What follows belongs to an exercise in optimizing a design on an open flow for small area; a production flow would make more cautious choices.
Function was checked by simulation only, so behaviour that the tests miss may differ from the original.
No activity file was given, so power comes from the tool's default toggle rates.

## design.v

```verilog
package rf_pkg;
  typedef enum logic {RF_IDLE, RF_CLEAR} rf_state_e;
  localparam int RF_DATA_W = 32;
  localparam int RF_ADDR_W = 5;
endpackage
module rf_read_port #(
  parameter int DATA_W   = 32,
  parameter int ADDR_W   = 5,
  parameter int ZERO_REG = 1,
  parameter int BYPASS   = 1
) (
  input  logic [2**ADDR_W-1:0][DATA_W-1:0] regs,
  input  logic [2**ADDR_W-1:0] pend,
  input  logic [ADDR_W-1:0]    sel,
  input  logic                 wr_en,
  input  logic [ADDR_W-1:0]    wr_addr,
  input  logic [DATA_W-1:0]    wr_data,
  output logic [DATA_W-1:0]    rd_data,
  output logic                 rd_pend
);
  logic zero_hit;
  logic byp_hit;
  assign zero_hit = (ZERO_REG != 0) && (sel == '0);
  assign byp_hit  = (BYPASS != 0) && wr_en && (wr_addr == sel) && !zero_hit;
  always_comb begin
    rd_data = regs[sel];
    rd_pend = pend[sel];
    if (zero_hit) begin
      rd_data = '0;
      rd_pend = 1'b0;
    end else if (byp_hit) begin
      rd_data = wr_data;
      rd_pend = 1'b0;
    end
  end
endmodule
module regfile_mp #(
  parameter int DATA_W   = rf_pkg::RF_DATA_W,
  parameter int ADDR_W   = rf_pkg::RF_ADDR_W,
  parameter int N_RD     = 2,
  parameter int ZERO_REG = 1,
  parameter int BYPASS   = 1
) (
  input  logic                     clk,
  input  logic                     rst_n,
  input  logic                     RegWrite,
  input  logic [ADDR_W-1:0]        write_address,
  input  logic [DATA_W-1:0]        write_data,
  input  logic [N_RD*ADDR_W-1:0]   read_sel,
  output logic [N_RD*DATA_W-1:0]   read_data,
  input  logic                     rsv_en,
  input  logic [ADDR_W-1:0]        rsv_addr,
  output logic [N_RD-1:0]          read_pend,
  input  logic                     clr_req,
  output logic                     busy
);
  localparam int DEPTH = 2**ADDR_W;
  logic [DEPTH-1:0][DATA_W-1:0] regs;
  logic [DEPTH-1:0]  pend;
  rf_pkg::rf_state_e state, state_nxt;
  logic [ADDR_W-1:0] cnt;
  logic              wr_en, wr_ok, rsv_ok;
  assign busy   = (state == rf_pkg::RF_CLEAR);
  assign wr_en  = RegWrite && !busy;
  assign wr_ok  = wr_en && !((ZERO_REG != 0) && (write_address == '0));
  assign rsv_ok = rsv_en && !busy && !((ZERO_REG != 0) && (rsv_addr == '0));
  always_comb begin
    state_nxt = state;
    case (state)
      rf_pkg::RF_IDLE:  if (clr_req) state_nxt = rf_pkg::RF_CLEAR;
      rf_pkg::RF_CLEAR: if (cnt == {ADDR_W{1'b1}}) state_nxt = rf_pkg::RF_IDLE;
      default:  state_nxt = rf_pkg::RF_IDLE;
    endcase
  end
  always_ff @(posedge clk or negedge rst_n) begin
    if (!rst_n) begin
      state <= rf_pkg::RF_IDLE;
      cnt   <= '0;
    end else begin
      state <= state_nxt;
      cnt   <= (state == rf_pkg::RF_IDLE) ? '0 : cnt + 1'b1;
    end
  end
  always_ff @(posedge clk or negedge rst_n) begin
    if (!rst_n) begin
      for (int i = 0; i < DEPTH; i++) regs[i] <= '0;
      pend <= '0;
    end else if (busy) begin
      regs[cnt] <= '0;
      pend[cnt] <= 1'b0;
    end else begin
      if (wr_ok) begin
        regs[write_address] <= write_data;
        pend[write_address] <= 1'b0;
      end
      if (rsv_ok) pend[rsv_addr] <= 1'b1;
    end
  end
  for (genvar k = 0; k < N_RD; k++) begin : g_rd
    rf_read_port #(
      .DATA_W(DATA_W), .ADDR_W(ADDR_W), .ZERO_REG(ZERO_REG), .BYPASS(BYPASS)
    ) u_port (
      .regs    (regs),
      .pend    (pend),
      .sel     (read_sel[k*ADDR_W +: ADDR_W]),
      .wr_en   (wr_en),
      .wr_addr (write_address),
      .wr_data (write_data),
      .rd_data (read_data[k*DATA_W +: DATA_W]),
      .rd_pend (read_pend[k])
    );
  end
endmodule
```

## run.sh

```bash
#!/bin/bash
# synth_recipe.tcl (not shown) runs the flow's synth.tcl, then flattens the netlist and writes it again
# the make line also repeats each setting of config.mk as NAME=value (left out here)
make -C /OpenROAD-flow-scripts/flow DESIGN_CONFIG=/design/flow/config.mk WORK_HOME=/design/flow/orfs CLKGATE_MAP_FILE= SYNTH_SCRIPT=/design/flow/synth_recipe.tcl finish
```

## config.mk

```make
export PLATFORM = sky130hd
export DESIGN_NAME = regfile_mp
export DESIGN_NICKNAME = regfile_mp
export VERILOG_FILES = /design/flow/design.v
export SDC_FILE = /design/flow/constraint.sdc
export NUM_CORES = 4
export LEC_CHECK = 0
export CAP_MARGIN = 20
export CORE_MARGIN = 2
export CORE_UTILIZATION = 40
export SLEW_MARGIN = 20
```

## constraint.sdc

```tcl
create_clock -name core_clock -period 7.0 [get_ports {clk}]
set_input_delay 1.4000 -clock core_clock [delete_from_list [all_inputs] [get_ports {clk}]]
set_output_delay 1.4000 -clock core_clock [all_outputs]
set_load 0.01 [all_outputs]
```

==> impl_metrics.yaml, run 1 <==
critical_path:
  r2r_setup_slack_ns: 2.44
  r2r_start: "cnt[0]"
  cp_max_fo: 19
  critPathRequiredTime_ns: 5.60
  crit_chain: "buf_2 -> buf_4 -> or2_2 -> o22ai_1 -> nor2_1 -> a31oi_1 -> a21oi_1 -> clkdlybuf4s50_1"
  worstSetupStartpointType: "input pin"
  cpMaxStageDelayCell: "clkdlybuf4s50_1"
  r2r_cells: 9
  cp.depth: 8
  critPathBufInv: 3
  r2r-end: "regs[670]"
  arrival_ns: 5.30
  crit_path_end_kind: "output port"
  cp_slowest_stage_delay_ns: 0.67
  crit_family: "buffers and inverters"
  worstSetupPathType: "in -> out"
hold_path:
  hold_path.startpoint: "regs[612]"
  min_path_type: "reg -> reg"
  holdPathEnd: "regs[612]"
  hold_depth: 2
cts:
  post_cts_resized: 0
  clock_path_buffers: 3
  clock_tree.root_cell: "clkbuf_16"
  cts_buffers: 118
  insertion_delay_ns: 0.80
  cts_tree: "yes"
  cts.sinks: 1062
  htree_num_levels: 3
  cts_setup_buffers: 0
  cts_hold_buffers: 0
  clkSlewWorstSetupHoldPaths_ns: 0.05
floorplan:
  die_w_um: 393
  fp-row-count: 142
  die-area_um2: 154000
  design.portCount: 124
  die_h_um: 393
  start_util_pct: 40.3
  core_area_um2: 150000
detailed_routing:
  routed_wirelength_um: 318000
  viasPerCell: 7.62
  ant_nets: 0
  drt-pass1-iter-count: 9
  drcViolationCount: 0
  avgRoutedWirePerCell_um: 43.2
  drt_iter0_drc: 9611
  vias: 56122
status:
  status: "finished clean"
grt:
  grt_overflow: 0
  antenna_found_initial: 34
  track_usage_pct: 40.7
  grt_pass1_wl_um: 435000
  grt_pass1_vias: 53456
  grt_max_degree: 172
sta:
  setup_viol: 0
  setup_tns_ns: 0
  drv_slew: 0
  worst_pin_slew_ns: 1.27
  worst_hold_slack_ns: 0.504
  fin_crit_ns: 6.70
  post-route-period-util_pct: 95.7
  clock.fmax_mhz: 149
  hold_viol_final: 0
  slew_headroom_pct: 14.9
  rsz0062_at_grt: "false"
  clock_skew_ns: 0.0321
synth:
  synth-edff-count: 0
  yosys_register_bits: 1062
  ys_async_sr_fraction_pct: 100
  yosysUniqueCellTypes: 91
  synth.area.top_cells: "dfrtp_1 (44%), mux4_2 (15%), a22o_1 (8.1%)"
  synth-seq-area-share_pct: 44.0
  synthFlopType: "dfrtp_1"
  ys.warnings.count: 2
  synth_fp_nets: 5313
  synth_top_cell_by_area: "dfrtp_1"
  synth_area_um2: 60400
  synth.avg_cell_area_um2: 11.5
  syn_inst: 5246
  synth_top_cell_area_share_pct: 44.0
cells_and_area:
  area_growth_pct: 14.1
  drive_above_1_share_pct: 20.9
  nets: 5280
  final_area_um2: 69000
  finalNonFillerCells: 7361
power:
  p_total_w: 0.0190
  vdd_drop_max_mv: 0.287
  p_per_area_nw_per_um2: 275
  power.leakage_nw: 29.0
place:
  placed_cells: 7107
  post_dp_cell_area_um2: 64900
  dp_hpwl_um: 200000
  io_buffers: 123
  gp_congestion: 1.02
run:
  max_cap_viol_count: 0
[per-stage QoR]
stage / setup slack [ns] / utilization, %
CTS: 0.750 / 45.9
global placement: 0.749 / 43.3
finish: 0.298 / 46.0
floorplan: 2.31 / -
detailed placement: 0.752 / 43.3
global route: 0.514 / 45.9
[worst max-delay path by stage]
stage,start,end,slack [ns]
2_1_floorplan,read_sel[0],read_data[14],2.31
3_3_place_gp,read_sel[6],read_data[43],0.75
3_5_place_dp,read_sel[6],read_data[43],0.75
4_1_cts,read_sel[6],read_data[43],0.75
5_1_grt,read_sel[0],read_data[30],0.51
6_report,read_sel[7],read_data[44],0.30
[worst register-to-register path, delay by kind of cell (launching register included)]
family / cells / cell delay, ns
buffers and inverters: 2 / 0.53
and+or+nand+nor: 2 / 0.95
adders and majority gates: 2 / 0.75
DFF: 1 / 0.72
AOI/OAI and AO/OA: 3 / 1.51
[power by group]
group	total, W	switching (W)	leakage [nW]	internal [W]
sequential	0.00746	0.000688	14.7	0.00678
combinational	0.00500	0.00334	12.4	0.00166
clock	0.00651	0.00283	1.92	0.00367
[cells in the mapped netlist, types with 90 or more instances]
cell type	instances
mux4_2	401
o2bb2ai_1	155
a21oi_1	221
nand2_1	399
mux2i_1	371
o22ai_1	90
o21ai_0	193
a22o_1	556
nor2_1	193
nor2b_1	111
clkbuf_1	334
buf_2	181
dfrtp_1	1062
[registers in the layout (all words and copies together), names as in the netlist]
signal and flops:
state 1, pend 32, regs 1024, cnt 5
[layer usage]
metal  track usage, %  routed length (um)  vias to the layer above
met5             1.82                 606                        -
met4             30.0               28800                       44
met3             22.7               55900                     1626
met2             53.3              124000                     5690
met1             49.3              109000                    28382
li1                 -                   -                    20380
[layout by cell type, fill, tap and decap left out, drive strengths merged, types with 10 or more instances in the layout]
cell type | netlist | layout
a21oi | 224 | 224
and2 | 41 | 41
nand2 | 402 | 402
o2bb2ai | 155 | 155
nand2b | 10 | 10
clkbuf | 334 | 167
mux2 | 69 | 69
nand3 | 49 | 49
a221o | 21 | 21
a22oi | 75 | 75
a221oi | 27 | 27
o22a | 28 | 28
buf | 251 | 320
a2111oi | 15 | 15
nor3 | 90 | 90
a22o | 556 | 556
clkinv | 1 | 30
diode | 0 | 40
nor2 | 197 | 197
ha | 10 | 10
o22ai | 90 | 90
a31oi | 20 | 20
nor3b | 21 | 21
o221ai | 23 | 23
nor2b | 111 | 111
mux2i | 371 | 371
o21ai | 250 | 250
dfrtp | 1062 | 1062
nand4 | 16 | 16
a211oi | 76 | 76
xor2 | 14 | 14
o211ai | 40 | 40
and3 | 15 | 15
inv | 33 | 36
nor4 | 24 | 24
clkdlybuf4s50 | 0 | 112
mux4 | 401 | 401
[area by class of cell]
type | count | area (um^2)
Antenna cell | 40 | 100
Clock buffer | 167 | 3380
Clock inverter | 45 | 527
Fill cell | 13711 | 81000
Inverter | 34 | 128
Multi-Input combinational cell | 3565 | 31800
Sequential cell | 1062 | 26600
Tap cell | 2016 | 2520
Timing Repair Buffer | 432 | 3910
[cells by family (layout without fill, tap and decap cells)]
kind of cell / after synthesis / count (layout) / synth area share (%)
other: 0 / 40 / 0
flip-flops: 1062 / 1062 / 44.0
XOR/XNOR: 22 / 22 / 0.344
multiplexers: 841 / 841 / 22.4
buffers and inverters: 619 / 678 / 4.31
AND/OR/NAND/NOR: 1017 / 1017 / 8.19
AO/OA/AOI/OAI: 1675 / 1675 / 20.6
adder cells (fa/ha/maj): 10 / 10 / 0.207
==> run 2: changes to the inputs <==
--- a/design.v
+++ b/design.v
@@ -11,4 +11,5 @@
 ) (
   input  logic [2**ADDR_W-1:0][DATA_W-1:0] regs,
+  input  logic [2**ADDR_W-1:0] valid,
   input  logic [2**ADDR_W-1:0] pend,
   input  logic [ADDR_W-1:0]    sel,
@@ -19,17 +20,20 @@
   output logic                 rd_pend
 );
+  localparam int DEPTH = 2**ADDR_W;
   logic zero_hit;
   logic byp_hit;
+  logic [DEPTH-1:0] hit;
   assign zero_hit = (ZERO_REG != 0) && (sel == '0);
   assign byp_hit  = (BYPASS != 0) && wr_en && (wr_addr == sel) && !zero_hit;
   always_comb begin
-    rd_data = regs[sel];
-    rd_pend = pend[sel];
-    if (zero_hit) begin
-      rd_data = '0;
-      rd_pend = 1'b0;
-    end else if (byp_hit) begin
-      rd_data = wr_data;
-      rd_pend = 1'b0;
+    for (int i = 0; i < DEPTH; i++)
+      hit[i] = (sel == ADDR_W'(i)) && !byp_hit && !((ZERO_REG != 0) && (i == 0));
+  end
+  always_comb begin
+    rd_data = byp_hit ? wr_data : '0;
+    rd_pend = 1'b0;
+    for (int i = 0; i < DEPTH; i++) begin
+      rd_data = rd_data | ({DATA_W{hit[i] & valid[i]}} & regs[i]);
+      rd_pend = rd_pend | (hit[i] & pend[i]);
     end
   end
@@ -56,44 +60,44 @@
 );
   localparam int DEPTH = 2**ADDR_W;
+  localparam int LO    = (ZERO_REG != 0) ? 1 : 0;
   logic [DEPTH-1:0][DATA_W-1:0] regs;
+  logic [DEPTH-1:0]  valid;
   logic [DEPTH-1:0]  pend;
-  rf_pkg::rf_state_e state, state_nxt;
+  logic              state;
   logic [ADDR_W-1:0] cnt;
-  logic              wr_en, wr_ok, rsv_ok;
-  assign busy   = (state == rf_pkg::RF_CLEAR);
+  logic              wr_en;
+  logic [DEPTH-1:0]  wr_hit, rsv_hit, clr_hit;
+  assign busy   = state;
   assign wr_en  = RegWrite && !busy;
-  assign wr_ok  = wr_en && !((ZERO_REG != 0) && (write_address == '0));
-  assign rsv_ok = rsv_en && !busy && !((ZERO_REG != 0) && (rsv_addr == '0));
-  always_comb begin
-    state_nxt = state;
-    case (state)
-      rf_pkg::RF_IDLE:  if (clr_req) state_nxt = rf_pkg::RF_CLEAR;
-      rf_pkg::RF_CLEAR: if (cnt == {ADDR_W{1'b1}}) state_nxt = rf_pkg::RF_IDLE;
-      default:  state_nxt = rf_pkg::RF_IDLE;
-    endcase
-  end
   always_ff @(posedge clk or negedge rst_n) begin
     if (!rst_n) begin
-      state <= rf_pkg::RF_IDLE;
+      state <= 1'b0;
       cnt   <= '0;
     end else begin
-      state <= state_nxt;
-      cnt   <= (state == rf_pkg::RF_IDLE) ? '0 : cnt + 1'b1;
+      state <= busy ? (cnt != {ADDR_W{1'b1}}) : clr_req;
+      cnt   <= busy ? cnt + 1'b1 : '0;
+    end
+  end
+  always_comb begin
+    for (int i = 0; i < DEPTH; i++) begin
+      wr_hit[i]  = wr_en && (write_address == ADDR_W'(i));
+      rsv_hit[i] = rsv_en && !busy && (rsv_addr == ADDR_W'(i));
+      clr_hit[i] = busy && (cnt == ADDR_W'(i));
     end
   end
   always_ff @(posedge clk or negedge rst_n) begin
     if (!rst_n) begin
-      for (int i = 0; i < DEPTH; i++) regs[i] <= '0;
-      pend <= '0;
-    end else if (busy) begin
-      regs[cnt] <= '0;
-      pend[cnt] <= 1'b0;
+      valid <= '0;
+      pend  <= '0;
     end else begin
-      if (wr_ok) begin
-        regs[write_address] <= write_data;
-        pend[write_address] <= 1'b0;
+      for (int i = LO; i < DEPTH; i++) begin
+        valid[i] <= (valid[i] | wr_hit[i]) & !clr_hit[i];
+        pend[i]  <= (rsv_hit[i] | (pend[i] & !wr_hit[i])) & !clr_hit[i];
       end
-      if (rsv_ok) pend[rsv_addr] <= 1'b1;
     end
+  end
+  always_ff @(posedge clk) begin
+    for (int i = LO; i < DEPTH; i++)
+      if (wr_hit[i]) regs[i] <= write_data;
   end
   for (genvar k = 0; k < N_RD; k++) begin : g_rd
@@ -102,4 +106,5 @@
     ) u_port (
       .regs    (regs),
+      .valid   (valid),
       .pend    (pend),
       .sel     (read_sel[k*ADDR_W +: ADDR_W]),
==> run 2 against run 1 <==
Against the previous run:
- the layout now fails its checks (negative setup slack)
- die area fell by 19%
- highest routed layer unchanged
- critical path type unchanged
- cell count decreased by 19%
- design area fell by 13%
==> impl_metrics.yaml, run 2 <==
cells_and_area:
  finalNonFillerCells: 5965
  nets: 4280
  final_common_cell: "edfxtp_1"
  max_flop_register: "regs"
  largest_reg_flops: 992
  area_growth_pct: 22.9
  drive_above_1_share_pct: 18.3
  final_area_um2: 59900
  top_regs: "regs (992), pend (31), valid (31)"
  layout_common_cells: "edfxtp_1 (992), buf_4 (391), a22oi_1 (333), nand2_1 (309), a21oi_1 (188)"
detailed_routing:
  viasPerCell: 7.93
  routed_wirelength_um: 320000
  drt_iter0_drc: 9895
  drcViolationCount: 0
  ant_nets: 0
  drt-pass1-iter-count: 10
  avgRoutedWirePerCell_um: 53.6
  vias: 47322
grt:
  antenna_found_initial: 33
  grt_pass1_wl_um: 413000
  grt_overflow: 0
  track_usage_pct: 50.0
  grt_pass1_vias: 43055
  grt_max_degree: 69
sta:
  slew_headroom_pct: 13.1
  clock_skew_ns: 0.0650
  fin_ws_ns: -0.0837
  rsz0062_at_grt: "false"
  fin_crit_ns: 7.08
  worst_pin_slew_ns: 1.30
  drv_slew: 0
  setup_tns_ns: -0.0849
  setup_viol: 2
  post-route-period-util_pct: 101
  hold_viol_final: 0
  clock.fmax_mhz: 141
synth:
  yosysMostFrequentCell: "edfxtp_1"
  synth.avg_cell_area_um2: 12.7
  synth_fp_nets: 3906
  yosys_register_bits: 1060
  synth_commonest_cells: "edfxtp_1 (992), a22oi_1 (333), nand2_1 (310)"
  ys.warnings.count: 2
  synth_top_cell_by_area: "edfxtp_1"
  synth.area.top_cells: "edfxtp_1 (61%), a22oi_1 (5.1%), dfrtp_1 (3.5%)"
  synth_area_um2: 48700
  syn_inst: 3843
  yosysUniqueCellTypes: 86
  ys_async_sr_fraction_pct: 6.42
  synthFlopType: "edfxtp_1"
  synth_top_cell_area_share_pct: 61.1
  synth-edff-count: 992
  synth-seq-area-share_pct: 64.6
cts:
  cts_tree: "yes"
  htree_num_levels: 3
  clock_tree.root_cell: "clkbuf_16"
  clkSlewWorstSetupHoldPaths_ns: 0.06
  insertion_delay_ns: 0.80
  clock_path_buffers: 3
  cts_buffers: 116
  cts.sinks: 1060
power:
  power.leakage_nw: 19.1
  vdd_drop_max_mv: 0.195
  p_per_area_nw_per_um2: 257
place:
  gp_congestion: 1.09
  placed_cells: 5723
  io_buffers: 123
  post_dp_cell_area_um2: 55700
  dp_slack_ns: 0.160
  dp_hpwl_um: 216000
hold_path:
  min_path_type: "reg -> reg"
status:
  status: "complete, but fails checks"
  so.violations: "negative setup slack"
critical_path:
  crit_chain: "clkdlybuf4s50_1 -> nor2b_1 -> nand3_1 -> buf_12 -> o211a_1 -> buf_4 -> a22o_1 -> a221oi_1 -> and3_1 -> nand4_1 -> buf_12 -> clkdlybuf4s50_1"
  cp_max_fo: 21
  cpMaxStageDelayCell: "nor2b_1"
  critPathBufInv: 5
  crit_path_end_kind: "output port"
  arrival_ns: 5.68
  worstSetupStartpointType: "input pin"
  worstSetupPathType: "in -> out"
  crit_family: "buffers and inverters"
  critPathRequiredTime_ns: 5.60
  cp_slowest_stage_delay_ns: 0.53
run:
  max_cap_viol_count: 0
floorplan:
  die_h_um: 353
  start_util_pct: 40.1
  die-area_um2: 125000
  fp-row-count: 128
  core_area_um2: 121000
  design.portCount: 124
  die_w_um: 353
==> run 2: cell types whose count changed after synthesis, sizes merged, moves of 139 or more <==
cell | previous run | this run
a22oi | 75 | 333
dfrtp | 1062 | 68
o2bb2ai | 155 | 16
mux2i | 371 | 10
a32oi | 1 | 152
mux4 | 401 | 1
edfxtp | 0 | 992
a22o | 556 | 81
==> run 2: area by class of cell <==
type,instances,area (um^2)
clock buffer,135,3030
multi-input combinational,2438,16500
clock inverter,84,1020
timing repair buffer,591,5720
inverter,10,37.5
antenna,22,55.1
sequential,1060,31500
fill,10741,61500
tap,1625,2030
==> run 2: cell families (layout without fill, tap and decap cells) <==
family,count (synthesis),in the layout,synth area share (%)
compound gates,1377,1377,21.1
xor+xnor,10,10,0.180
fa+ha+maj,6,6,0.154
buf+inv,345,820,2.97
flops,1060,1060,64.6
mux,15,15,0.344
other cells,0,22,0
simple gates,1030,1030,10.6
==> run 2: power by group <==
part           internal [W]  leakage [nW]  total, W  switching, W
Combinational      0.000422          7.30   0.00154       0.00111
Sequential          0.00701          9.83   0.00720      0.000194
Clock               0.00381          1.93   0.00664       0.00282
==> run 2: worst reg2reg max path, cell delays in order, from the launching register on <==
cell and delay [ns]:
dfrtp_1 0.61, nor2b_1 0.62, nor2b_1 0.34, nand3_1 0.59
nor2_4 0.84, buf_4 0.51
==> run 2: layer usage <==
metal | share of wire, % | vias up | wire length [um] | track usage (%)
met3 | 17 | 1600 | 53200 | 22.4
met5 | 0.10 | - | 324 | 0.264
met4 | 9.6 | 42 | 30600 | 37.4
met2 | 39 | 5581 | 124000 | 67.1
met1 | 35 | 23389 | 112000 | 63.1
li1 | - | 16710 | - | -
==> run 2: stage by stage <==
stage | hold WS [ns] | total power [W] | utilization, %
final | 0.526 | 0.0154 | 49.3
after global routing | 0.553 | 0.0156 | 49.3
after CTS | 0.536 | 0.0152 | 49.2
after detailed placement | 0.525 | 0.00876 | 45.9
after global placement | 0.503 | 0.00875 | 45.7
after floorplan | 0.472 | 0.00781 | -
==> run 2: worst paths after layout <==
path | slack (ns) | endpoint | cells after the start | startpoint
worst max-delay path | -0.08 | read_data[62] | 12 | RegWrite
worst min-delay path | 0.53 | cnt[0] | 1 | cnt[0]
worst max register to register | 3.15 | regs[812] | 5 | state
worst min register to register | 0.53 | cnt[0] | 1 | cnt[0]
max in group asynchronous | 5.53 | valid[12] | 1 | rst_n
min in group asynchronous | 0.78 | valid[8] | 1 | rst_n
==> run 2: repair_timing <==
item,CTS,global route
resized for setup,0,1
hold buffers,0,0
buffers inserted,0,0
endpoints found under the setup margin,0,1

[port drivers added, routing unchanged]
The results above use ideal ports. As a check the final layouts listed here were re-extracted and re-timed, cells and wires unchanged. Step 1, drivers: a clkbuf_16 drives clk and a buf_2 each remaining input, both assumed. Step 2 times the ports against the registers' clock, not the clock port: input delays grow and output delays shrink by t, the midpoint of the rising clock arrivals with the driver on. a / b / c = ideal ports / drivers / drivers and shift; a / b = the first two.
| run | t, ns | slack for setup (ns) | worst setup path at the end | pins driven straight from the clock port |
|---|---|---|---|---|
| run 1 | 0.866 | 0.298 / 0.269 / 0.269 | input to output | 1 |
| run 2 | 0.855 | -0.084 / -0.109 / -0.109 | input to output | 1 |
For run 1, which loses most, drivers alone change the setup slack by -0.029 ns; drivers and shift together by -0.029 ns.
